This design comes from an exercise in tuning for small area, a short achievable clock period and few clock cycles per item on the open sky130 flow, not from production work. In this exercise RTL edits were held to simulation tests only and were not proved equivalent to the original.

Setup of run A:
## metaball_pixel_generator
module metaball_pixel_generator
(
  input  logic        clk,
  input  logic        rst,
  input  logic        start,
  output logic        busy,
  input  logic [28:0] cmd_in,
  output logic        done,
  output logic [31:0] pixel_out,
  input  logic        cfg_write,
  input  logic [1:0]  cfg_index,
  input  logic [15:0] cfg_data
);
  logic [1:0]  color_mode;
  logic [7:0]  alpha_value;
  logic [15:0] wave_gain;
  always_ff @(posedge clk) begin
    if (rst) begin
      color_mode  <= 2'd0;
      alpha_value <= 8'd255;
      wave_gain   <= 16'd0;
    end else if (cfg_write) begin
      case (cfg_index)
        mb_pkg::CFG_COLOR_MODE: color_mode  <= cfg_data[1:0];
        mb_pkg::CFG_ALPHA:      alpha_value <= cfg_data[7:0];
        mb_pkg::CFG_WAVE_GAIN:  wave_gain   <= cfg_data;
        default: ;
      endcase
    end
  end
  logic mode1, wavy, gneg, gzero;
  assign mode1 = (color_mode == 2'd1);
  assign wavy  = color_mode[1];
  assign gneg  = wave_gain[15];
  assign gzero = (wave_gain == 16'd0);
  logic [1:0]  gp_st;
  logic [19:0] gb;
  logic [4:0]  glen;
  logic [4:0]  gi;
  logic        gbit;
  logic [39:0] ga2;
  logic [15:0] gabs;
  logic [19:0] g25;
  assign gabs = gneg ? 16'(-wave_gain) : wave_gain;
  assign g25  = {gabs, 4'b0} + {1'b0, gabs, 3'b0} + {4'b0, gabs};
  always_ff @(posedge clk) begin
    if (rst) begin
      gp_st <= 2'd0;
    end else if (cfg_write && cfg_index == mb_pkg::CFG_WAVE_GAIN) begin
      gp_st <= 2'd1;
    end else begin
      case (gp_st)
        2'd1: begin
          gb    <= g25;
          glen  <= 5'd20;
          gp_st <= (g25 == 20'd0) ? 2'd0 : 2'd2;
        end
        2'd2: begin
          if (gb[19]) begin
            gp_st <= 2'd3;
            gi    <= 5'd18;
            gbit  <= 1'b1;
            ga2   <= '0;
          end else begin
            gb   <= {gb[18:0], 1'b0};
            glen <= glen - 5'd1;
          end
        end
        2'd3: begin
          ga2  <= {ga2[38:0], 1'b0} + (gbit ? 40'(gb) : 40'd0);
          gbit <= (gi != 5'd31) && gb[gi];
          gi   <= gi - 5'd1;
          if (gi == 5'd31) gp_st <= 2'd0;
        end
  ...
Size: about 12000 cells after synthesis, ~1800 flip-flops, ~85 I/O pins, roughly 120000 sq um of cells after synthesis.
export LEC_CHECK = 0
export CAP_MARGIN = 20
export CORE_MARGIN = 2
export CORE_UTILIZATION = 40
export SLEW_MARGIN = 20
create_clock -name core_clock -period 12.0 [get_ports {clk}]
run.sh (not shown) runs the stock make flow with config.mk's settings and CLKGATE_MAP_FILE= SYNTH_SCRIPT=/design/flow/synth_recipe.tcl, a recipe that flattens the netlist after the stock synthesis.
Per the final summary, run A finished and its layout is clean on timing, DRC and antenna.
Testbench counts of run A, summed over its fixed seeds: cycles 37,750, pixels 1,568.
[inputs] run Y vs run A
==> flow/flow/run.sh (new file) <==
#!/bin/bash
# Standard layout, with timing repair aiming for extra setup slack so the
# achieved period shrinks below the fixed 12 ns constraint.
set -euo pipefail
bash standard.sh SETUP_SLACK_MARGIN=7 finish > standard_flow.log 2>&1
==> flow/standard.sh (new file) <==
#!/bin/bash
# synth_recipe.tcl (not shown) runs the flow's synth.tcl, then flattens the netlist and writes it again
# the make line also repeats each setting of config.mk as NAME=value (left out here)
make -C /OpenROAD-flow-scripts/flow DESIGN_CONFIG=/design/flow/config.mk WORK_HOME=/design/flow/orfs CLKGATE_MAP_FILE= SYNTH_SCRIPT=/design/flow/synth_recipe.tcl "${@:-finish}"
removed: flow/run.sh
## What came out
- Measured against each other, run A and run Y differ in routed wire length, the higher figure coming from run Y.
- Utilization came out higher on run Y than on run A.
- Run Y: fmax is about 12% higher than what run A reported.
- First-pass GRT wire length (run Y over run A): increase, 5.7 mm
- Summary: with run A as the reference, pin count of the biggest net entering global routing in run Y moved down by more than half.
- The final cycle utilization of the critical path number comes out lower for run Y vs run A.
- [compare] base=run A new=run Y: detailed-routing wirelength on met1 higher, count of pins over their slew limit saw little to no change, final cell count without fillers level.

metaball_pixel_generator, a different RTL version from the one above (not shown whole).
Size: about 12,000 cells after synthesis, about 1,800 flip-flops, ~0.11 sq mm of cells after synthesis.
clock: 12.0 ns
lec_check: 0
cap_margin: 20
core_margin: 2
core_utilization: 40
slew_margin: 20
standard.sh (not shown) runs the stock make flow with config.mk's settings and CLKGATE_MAP_FILE= SYNTH_SCRIPT=/design/flow/synth_recipe.tcl, a recipe that flattens the netlist after the stock synthesis.
==> flow/flow/run.sh <==
#!/bin/bash
# Standard layout, with timing repair aiming for extra setup slack so the
# achieved period shrinks below the fixed 12 ns constraint.
set -euo pipefail
bash standard.sh SETUP_SLACK_MARGIN=7 finish > standard_flow.log 2>&1
Testbench counts at the start, summed over its fixed seeds: cycles 33,499, pixels 1,568.
Rerun with:
==> flow/flow/run.sh (replaced) <==
#!/bin/bash
# Standard layout, with timing repair aiming for extra setup slack so the
# achieved period shrinks below the fixed 12 ns constraint, and free to
# resize cells across footprints while doing so.
set -euo pipefail
bash standard.sh SETUP_SLACK_MARGIN=7.5 MATCH_CELL_FOOTPRINT=0 finish > standard_flow.log 2>&1
Result:
- The new run ran to the end with no violations
- via count goes up by 0.86%
- cell area goes up by 1.6%
- clock skew goes up by 0.012 ns
- die area stays the same
- non-clock buffer count goes up by 103
- routed wire length goes up by 1.7%
- setup slack gets better by 0.035 ns
- hold slack gets better by 0.011 ns
- sequential cell count does not change

metaball_pixel_generator, a different RTL version from the one above (not shown whole).
Size: about 12000 cells after synthesis, ~1800 flip-flops, about 85 I/O pins, roughly 110000 um2 of cells after synthesis.
==> flow/config.mk <==
export PLATFORM = sky130hd
export DESIGN_NAME = metaball_pixel_generator
export DESIGN_NICKNAME = metaball_pixel_generator
export VERILOG_FILES = /design/flow/design.v
export SDC_FILE = /design/flow/constraint.sdc
export NUM_CORES = 4
export LEC_CHECK = 0
export CAP_MARGIN = 20
export CORE_MARGIN = 2
export CORE_UTILIZATION = 40
export SLEW_MARGIN = 20
==> flow/constraint.sdc <==
create_clock -name core_clock -period 12.0 [get_ports {clk}]
set_input_delay 2.4000 -clock core_clock [delete_from_list [all_inputs] [get_ports {clk}]]
set_output_delay 2.4000 -clock core_clock [all_outputs]
set_load 0.01 [all_outputs]
==> flow/flow/run.sh <==
#!/bin/bash
# Standard layout, with timing repair aiming for extra setup slack so the
# achieved period shrinks below the fixed 12 ns constraint, and free to
# resize cells across footprints while doing so; cells placed more densely.
set -euo pipefail
bash standard.sh SETUP_SLACK_MARGIN=7.6 MATCH_CELL_FOOTPRINT=0 PLACE_DENSITY=0.7 finish > standard_flow.log 2>&1
Testbench counts at the start, summed over its fixed seeds: cycles 33,561, pixels 1,568.
Next try:
==> flow/flow/run.sh (replaced) <==
#!/bin/bash
# Standard layout, with timing repair aiming for extra setup slack so the
# achieved period shrinks below the fixed 12 ns constraint, and free to
# resize cells across footprints while doing so.
set -euo pipefail
bash standard.sh SETUP_SLACK_MARGIN=7.6 MATCH_CELL_FOOTPRINT=0 finish > standard_flow.log 2>&1
Hold slack gains 0.043 ns; design area barely changes; clock skew shrinks by 0.040 ns.

re-timing with driven ports:
No port has a modelled driver above. Below, the same layouts with a new extraction and two added sets of constraints.
Step 1 assumes that a clkbuf_16 drives the clock port and a buf_2 every other input.
Step 2 adds t to the input delays and takes it off the output delays; t is the mean of the earliest and latest rising clock arrival at the registers after step 1. Input paths then give back, and output paths get back, about the clock's delay inside the block.
a / b / c = no drivers / after step 1 / after step 2; a / b = the first two.
run | shift t [ns] | slack for setup (ns) | latest minus earliest clock arrival (ns) | pins driven straight from the clock port
run A | 0.980 | 6.467 / 6.467 / 6.467 | 0.111 / 0.112 | 1
run Y | 0.971 | 7.078 / 7.078 / 6.655 | 0.088 / 0.088 | 1
the first run of note 2 | 0.972 | 6.564 / 6.564 / 6.564 | 0.107 / 0.107 | 1
the second run of note 2 | 0.970 | 6.599 / 6.599 / 6.599 | 0.118 / 0.117 | 1
the first run of note 3 | 0.967 | 7.631 / 7.631 / 6.830 | 0.124 / 0.124 | 1
the second run of note 3 | 0.968 | 7.763 / 7.709 / 7.267 | 0.083 / 0.084 | 1
After both steps every run listed still meets setup and hold. The setup slack of the first run of note 3, which loses most, moves by 0.000 ns with the drivers and by -0.801 ns with both steps.
